What follows belongs to an exercise in optimizing a design on an open flow for small area, a short achievable clock period and few clock cycles per item; a production flow would make more cautious choices.
Function was checked by simulation only, so behaviour that the tests miss may differ from the original.
Power figures rest on the tool's default switching activity, not on a simulated workload.

## ekf_slam_core
module ekf_slam_core (
  input  logic          clk,
  input  logic          sys_rst,
  input  logic          i_stage_valid,
  input  logic [76:0]   i_stage_cmd,
  input  logic [31:0]   i_plb_dout,
  input  logic          i_nl_done,
  input  logic [191:0]  i_nl_result,
  output logic          o_stage_ready,
  output logic          o_plb_en,
  output logic          o_plb_we,
  output logic [31:0]   o_plb_addr,
  output logic [31:0]   o_plb_din,
  output logic          o_nl_init,
  output logic [2:0]    o_nl_stage,
  output logic [159:0]  o_nl_operand
);
For scale: roughly 2000 cells after synthesis, ~19000 µm² of cells after synthesis.
clock: 5.0 ns
lec_check: 0
cap_margin: 20
core_margin: 2
core_utilization: 40
setup_slack_margin: 1.2
slew_margin: 20
synth_hierarchical: 1
tns_end_percent: 5
standard.sh (not shown) runs the stock make flow with config.mk's settings and CLKGATE_MAP_FILE= SYNTH_SCRIPT=/design/flow/synth_recipe.tcl, a recipe that flattens the netlist after the stock synthesis.
==> flow/flow/run.sh <==
#!/bin/bash
# Standard layout, with plain buffers (buf_1) on the ports in place of the
# delay buffers buffer_ports picks by default.
set -euo pipefail
export BUFFER_PORTS_ARGS="-buffer_cell sky130_fd_sc_hd__buf_1"
bash standard.sh > standard.log 2>&1
Testbench counts at the start, summed over its fixed seeds: cycles 11,126, commands 1,920.
Then changed:
- SYNTH_HIERARCHICAL: 1 -> default
- TNS_END_PERCENT: 5 -> default
Outcome: The new run passed the timing, DRC and antenna checks. Utilization is higher by 3.1 points. Combinational power is lower by about 5%. Flip-flop and latch count stays the same. Worst setup slack gets worse by 200 ps. Via count is lower by 7.2%. Routed wire length is lower by 4.3%. Hold slack gets better by 5.4 ps.


== rev 12 ==
ekf_slam_core again, from the RTL that the note above started with.
==> flow/config.mk <==
export PLATFORM = sky130hd
export DESIGN_NAME = ekf_slam_core
export DESIGN_NICKNAME = ekf_slam_core
export VERILOG_FILES = /design/flow/design.v
export SDC_FILE = /design/flow/constraint.sdc
export NUM_CORES = 4
export LEC_CHECK = 0
export CAP_MARGIN = 20
export CORE_MARGIN = 2
export CORE_UTILIZATION = 40
export SETUP_SLACK_MARGIN = 1.35
export SLEW_MARGIN = 20
export SYNTH_HIERARCHICAL = 1
==> flow/constraint.sdc <==
create_clock -name core_clock -period 5.0 [get_ports {clk}]
set_input_delay 1.0000 -clock core_clock [delete_from_list [all_inputs] [get_ports {clk}]]
set_output_delay 1.0000 -clock core_clock [all_outputs]
set_load 0.01 [all_outputs]
Scripts as last shown in full above: flow/flow/run.sh
Testbench counts of rev 12, summed over its fixed seeds: cycles 11,126, commands 1,920.
Relative to rev 12, the following input files were edited for rev 13:
Settings: CORE_UTILIZATION changed from 40 to 55; SETUP_SLACK_MARGIN changed from 1.35 to 1.2.
### Flow results
- Relative to rev 12, peak per-stage delay on the critical path decreased by 0.04 ns in rev 13.
- Going from rev 12 to rev 13, clock-cell share of area rose 0.41 points; logic gate share of total power moved down; number of global-route vias before repair went down 695; wire length of the first global-routing pass went down by 10%.
- Looking at cell at the slowest stage of the critical path, the sky130_fd_sc_hd__dfxtp_2 result is from rev 12; the sky130_fd_sc_hd__edfxtp_1 one comes from rev 13.
- The maximum clock rate was comparable across rev 12 and rev 13.
- The number of clock buffers in the layout of rev 13 falls short of that of rev 12 by about 27%.
- Delta (rev 13 minus rev 12): cell area decreased by about 3% relative to the old numbers; routed wire length decreased by about 9% relative to the old numbers; global-route met1 utilization went up 8.3 points.


## oak
Another version of the RTL of ekf_slam_core (not shown whole).
Size: about 1,700 cells after synthesis, about 270 flip-flops, ~540 I/O pins, roughly 0.018 mm2 of cells after synthesis.
clock: 5.0 ns
lec_check: 0
cap_margin: 0
core_margin: 2
core_utilization: 40
setup_slack_margin: 1.2
slew_margin: 0
Scripts as last shown in full above: flow/flow/run.sh
Testbench counts of oak, summed over its fixed seeds: cycles 11,126, commands 1,920.
What pine does differently from oak at the input level:
- changing SLEW_MARGIN from 0 to 20
- changing CAP_MARGIN from 0 to 20
diff --git a/flow/flow/run.sh b/flow/flow/run.sh
--- a/flow/flow/run.sh
+++ b/flow/flow/run.sh
@@ -5,2 +5,3 @@
 export BUFFER_PORTS_ARGS="-buffer_cell sky130_fd_sc_hd__buf_1"
+export RECOVER_POWER=100
 bash standard.sh > standard.log 2>&1
[summary]
- [flow] pine | stages: complete | final checks: fail | reason: capacitance limit, slew limit
- Cmp pine and oak / slack of the critical path / higher: oak
- Time the final worst path needs with I/O delays and setup on pine is up relative to oak.
- Re global routing met3 resource utilization: pine is 1.1 points up on oak.
- Going from oak to pine, the worst clock skew on the final layout was found to have gone down by 0.0032 ns.
- Summary of pine over oak: post-placement cell count barely changed, cell internal power dissipation dropped about 1.7%, fraction of power consumed by combinational cells dropped 0.4 points.
- | final area | pine vs oak | about 2.2% lower |
- In pine, the share of post-route cells with drive strength above 1 came out 3.4 points below the value in oak.
Edits applied to the flow inputs when going from pine to birch:
- CORE_UTILIZATION changed from 40 to 60
diff --git a/flow/flow/run.sh b/flow/flow/run.sh
--- a/flow/flow/run.sh
+++ b/flow/flow/run.sh
@@ -5,3 +5,2 @@
 export BUFFER_PORTS_ARGS="-buffer_cell sky130_fd_sc_hd__buf_1"
-export RECOVER_POWER=100
 bash standard.sh > standard.log 2>&1
Fmax in birch is 13% higher than in pine
Required time of the critical path (birch over pine): decrease, 1.38 ns
Relative to pine, internal power decreased by 0.000015 W in birch.
Going from pine to birch, wire length shrinks by 8.4%.
birch vs pine — number of cells in the design after placement dropped by a little under 10%
birch vs pine: clock skew down in birch
Min clock group share of total power across birch and pine: birch
Across both runs, max capacitance violation total was lower for birch than for pine.
birch: flow completed, timing, DRC and antenna clean
birch: part of the cycle the worst path needs is 9.8 points lower than what pine reported.
For maple, these inputs were changed with respect to birch:
- SETUP_SLACK_MARGIN now 1.5, was 1.2
- CORE_UTILIZATION now 40, was 60
[summary]
In the tables for maple and birch, worst-case headroom to the max-slew limit reads lower with birch. Diff birch -> maple: die footprint went up 49%; die outline height climbed about 22%. A timing endpoint of the critical path of py[22] is what maple shows, while o_plb_addr[7] belongs to birch. [maple] ratio of cells with drive above 1 in the final layout rose 8.3 points relative to birch. The standard cells in maple occupy more silicon area than those in birch do. Taking birch as the reference, in maple area overhead of the layout relative to synthesis saw an increase; total power saw an increase.
> inputs changed (maple -> cedar)
- ABC_AREA now 1, previously not set
- SETUP_SLACK_MARGIN now 1.2, was 1.5
Notes after the runs:
- Cell at the slowest stage of the critical path: dfxtp_1 -> cedar, fa_2 -> maple
- Uppermost layer routed = met4: cedar; uppermost layer routed = met5: maple
- The core of cedar is less densely filled than that of maple.
- Diff maple -> cedar: wire length of the first global-routing pass higher; number of distinct library cell variants in the gate-level netlist after synthesis down 36.
- Looking at final period demand of the worst path across cedar and maple, the one that comes out higher is cedar.
- On power, cedar and maple are basically level.
- The run showing the smaller combinational power is cedar.


== run A ==
Another version of the RTL of ekf_slam_core (not shown whole).
Size in the first run: about 1,900 cells after synthesis, ~270 flip-flops, about 0.019 mm2 of cells after synthesis.
==> flow/design.v (excerpt) <==
module ekf_slam_core (
  input  logic          clk,
  input  logic          sys_rst,
  input  logic          i_stage_valid,
  input  logic [76:0]   i_stage_cmd,
  input  logic [31:0]   i_plb_dout,
  input  logic          i_nl_done,
  input  logic [191:0]  i_nl_result,
  output logic          o_stage_ready,
  output logic          o_plb_en,
  output logic          o_plb_we,
  output logic [31:0]   o_plb_addr,
  output logic [31:0]   o_plb_din,
  output logic          o_nl_init,
  output logic [2:0]    o_nl_stage,
  output logic [159:0]  o_nl_operand
);
export LEC_CHECK = 0
export CAP_MARGIN = 20
export CORE_MARGIN = 2
export CORE_UTILIZATION = 40
export SETUP_SLACK_MARGIN = 1.5
export SLEW_MARGIN = 20
create_clock -name core_clock -period 5.0 [get_ports {clk}]
run.sh (not shown) runs the stock make flow with config.mk's settings and CLKGATE_MAP_FILE= SYNTH_SCRIPT=/design/flow/synth_recipe.tcl, a recipe that flattens the netlist after the stock synthesis.
Stock flow here: none of the scripts above is used.
Testbench counts of run A, summed over its fixed seeds: cycles 11,050, commands 1,920.
What run B does differently from run A at the input level:
==> flow/flow/run.sh (new file) <==
#!/bin/bash
# Standard layout, with plain buffers (buf_1) on the ports in place of the
# delay buffers buffer_ports picks by default.
set -euo pipefail
export BUFFER_PORTS_ARGS="-buffer_cell sky130_fd_sc_hd__buf_1"
bash standard.sh > standard.log 2>&1
==> flow/standard.sh (new file) <==
#!/bin/bash
# synth_recipe.tcl (not shown) runs the flow's synth.tcl, then flattens the netlist and writes it again
# the make line also repeats each setting of config.mk as NAME=value (left out here)
make -C /OpenROAD-flow-scripts/flow DESIGN_CONFIG=/design/flow/config.mk WORK_HOME=/design/flow/orfs CLKGATE_MAP_FILE= SYNTH_SCRIPT=/design/flow/synth_recipe.tcl "${@:-finish}"
removed: flow/run.sh
[summary]
Looking at the reports, run B completed the entire flow and the layout it produced met the timing, DRC and antenna checks. The net switching power figure on run A is in line with that on run B. In terms of clock latency at the later pin of the worst-skew pair, run B and run A differ only marginally. Count of plain and timing-repair buffers in the layout: higher on run A. Of run A and run B, run A shows the lower largest net degree at the start of global routing, with run B above it. Of the two candidates, run A has the worse maximum clock rate and run B the better one. Run B reports a higher switching fraction of total power than run A does. On area after synthesis, run A tracks run B almost exactly. The clock share of power number comes out higher for run B vs run A. Lower critical path depth was reported by run A, not run B.


## run a
ekf_slam_core with an RTL version that a note above also has.
Size: about 1700 cells after synthesis, about 280 flip-flops, ~540 I/O pins, ~18000 sq um of cells after synthesis.
Design ekf_slam_core, start of the top module:
module ekf_slam_core (
  input  logic          clk,
  input  logic          sys_rst,
  input  logic          i_stage_valid,
  input  logic [76:0]   i_stage_cmd,
  input  logic [31:0]   i_plb_dout,
  input  logic          i_nl_done,
  input  logic [191:0]  i_nl_result,
  output logic          o_stage_ready,
  output logic          o_plb_en,
  output logic          o_plb_we,
  output logic [31:0]   o_plb_addr,
  output logic [31:0]   o_plb_din,
  output logic          o_nl_init,
  output logic [2:0]    o_nl_stage,
  output logic [159:0]  o_nl_operand
);
Settings: LEC_CHECK=0, CAP_MARGIN=20, CORE_MARGIN=2, CORE_UTILIZATION=40, SETUP_SLACK_MARGIN=1.0, SLEW_MARGIN=20; clock period 5.0 ns.
standard.sh (not shown) runs the stock make flow with config.mk's settings and CLKGATE_MAP_FILE= SYNTH_SCRIPT=/design/flow/synth_recipe.tcl, a recipe that flattens the netlist after the stock synthesis.
==> flow/flow/run.sh <==
#!/bin/bash
# Standard layout, with plain buffers (buf_1) on the ports in place of the
# delay buffers buffer_ports picks by default.
set -euo pipefail
export BUFFER_PORTS_ARGS="-buffer_cell sky130_fd_sc_hd__buf_1"
bash standard.sh > standard.log 2>&1
Run a: no failed stages, no open violations at the end
Testbench counts of run a, summed over its fixed seeds: cycles 11,126, commands 1,920.
Input-level comparison between run b and run a:
Settings: SETUP_SLACK_MARGIN changed from 1.0 to 1.2; SYNTH_HIERARCHICAL newly set to 1.
Findings:
- No run among run b and run a stopped early or left any final violation; all are clean.
- Going from run a to run b, placed instance area rose by 6.1%, met1 usage rose by 0.21 points, cell count along the critical path fell by 4.
- Diff run a -> run b | power | increase of about 4%
- Worst setup slack in run b vs run a: up 0.21 ns
- Sequential share of layout area in run b vs run a: down 1.8 points
- Run b vs run a: layout multi-input combinational cell count up in run b
- Compared with run a, in run b clock network power share went down 1.9 points, final worst-path cycle share went down 4.2 points, via density per instance went up about 0.3%, average routed wire per standard cell held.
- Run b vs run a, dominant combinational cell family by area after synthesis: simple AND/OR/NAND/NOR gates vs compound AO/OA/AOI/OAI gates

## afterwards: timing with drivers on the ports
The flow's constraints put no driver on any port. The routed layouts listed below were extracted and timed again, unchanged, in two steps.
Step 1 (the two cells are an assumption about what drives the block):
set clk [get_ports {clk}]
set_driving_cell -lib_cell sky130_fd_sc_hd__clkbuf_16 $clk
set_driving_cell -lib_cell sky130_fd_sc_hd__buf_2 [delete_from_list [all_inputs] $clk]
Step 2 also shifts input and output timing later by t, the mid clock arrival at the registers, as if the neighbouring blocks saw the same clock.
a / b / c = ideal ports / drivers / drivers and shift; a / b = the first two.
run	shift t [ns]	setup WS [ns]	hold slack, ns	worst setup path after step 2	pins driven straight from the clock port
the first run of note 1	0.597	1.193 / 1.137 / 0.817	0.416 / 0.416 / 0.416	input to register	1
the second run of note 1	0.603	0.992 / 0.979 / 0.631	0.422 / 0.422 / 0.422	input to register	1
rev 12	0.601	1.237 / 1.176 / 0.947	0.416 / 0.416 / 0.416	input to register	1
rev 13	0.643	1.238 / 1.182 / 0.857	0.417 / 0.417 / 0.417	input to register	1
oak	0.591	1.278 / 1.222 / 0.895	0.407 / 0.407 / 0.407	input to register	1
pine	0.596	0.794 / 0.794 / 0.440	0.403 / 0.403 / 0.403	input to register	1
birch	0.612	1.286 / 1.235 / 0.880	0.410 / 0.410 / 0.410	input to register	1
maple	0.596	1.478 / 1.440 / 0.986	0.418 / 0.418 / 0.418	input to register	1
cedar	0.605	1.341 / 1.283 / 0.868	0.418 / 0.418 / 0.418	input to register	1
run A of note 4	0.613	1.137 / 1.075 / 0.679	0.416 / 0.416 / 0.416	input to register	1
run B of note 4	0.606	1.187 / 1.131 / 0.838	0.412 / 0.412 / 0.412	input to register	1
run a of note 5	0.598	0.974 / 0.917 / 0.550	0.418 / 0.418 / 0.418	input to register	1
run b of note 5	0.599	1.185 / 1.128 / 0.836	0.415 / 0.415 / 0.415	input to register	1
For maple, which loses most, drivers alone change the setup slack by -0.038 ns; drivers and shift together by -0.492 ns.
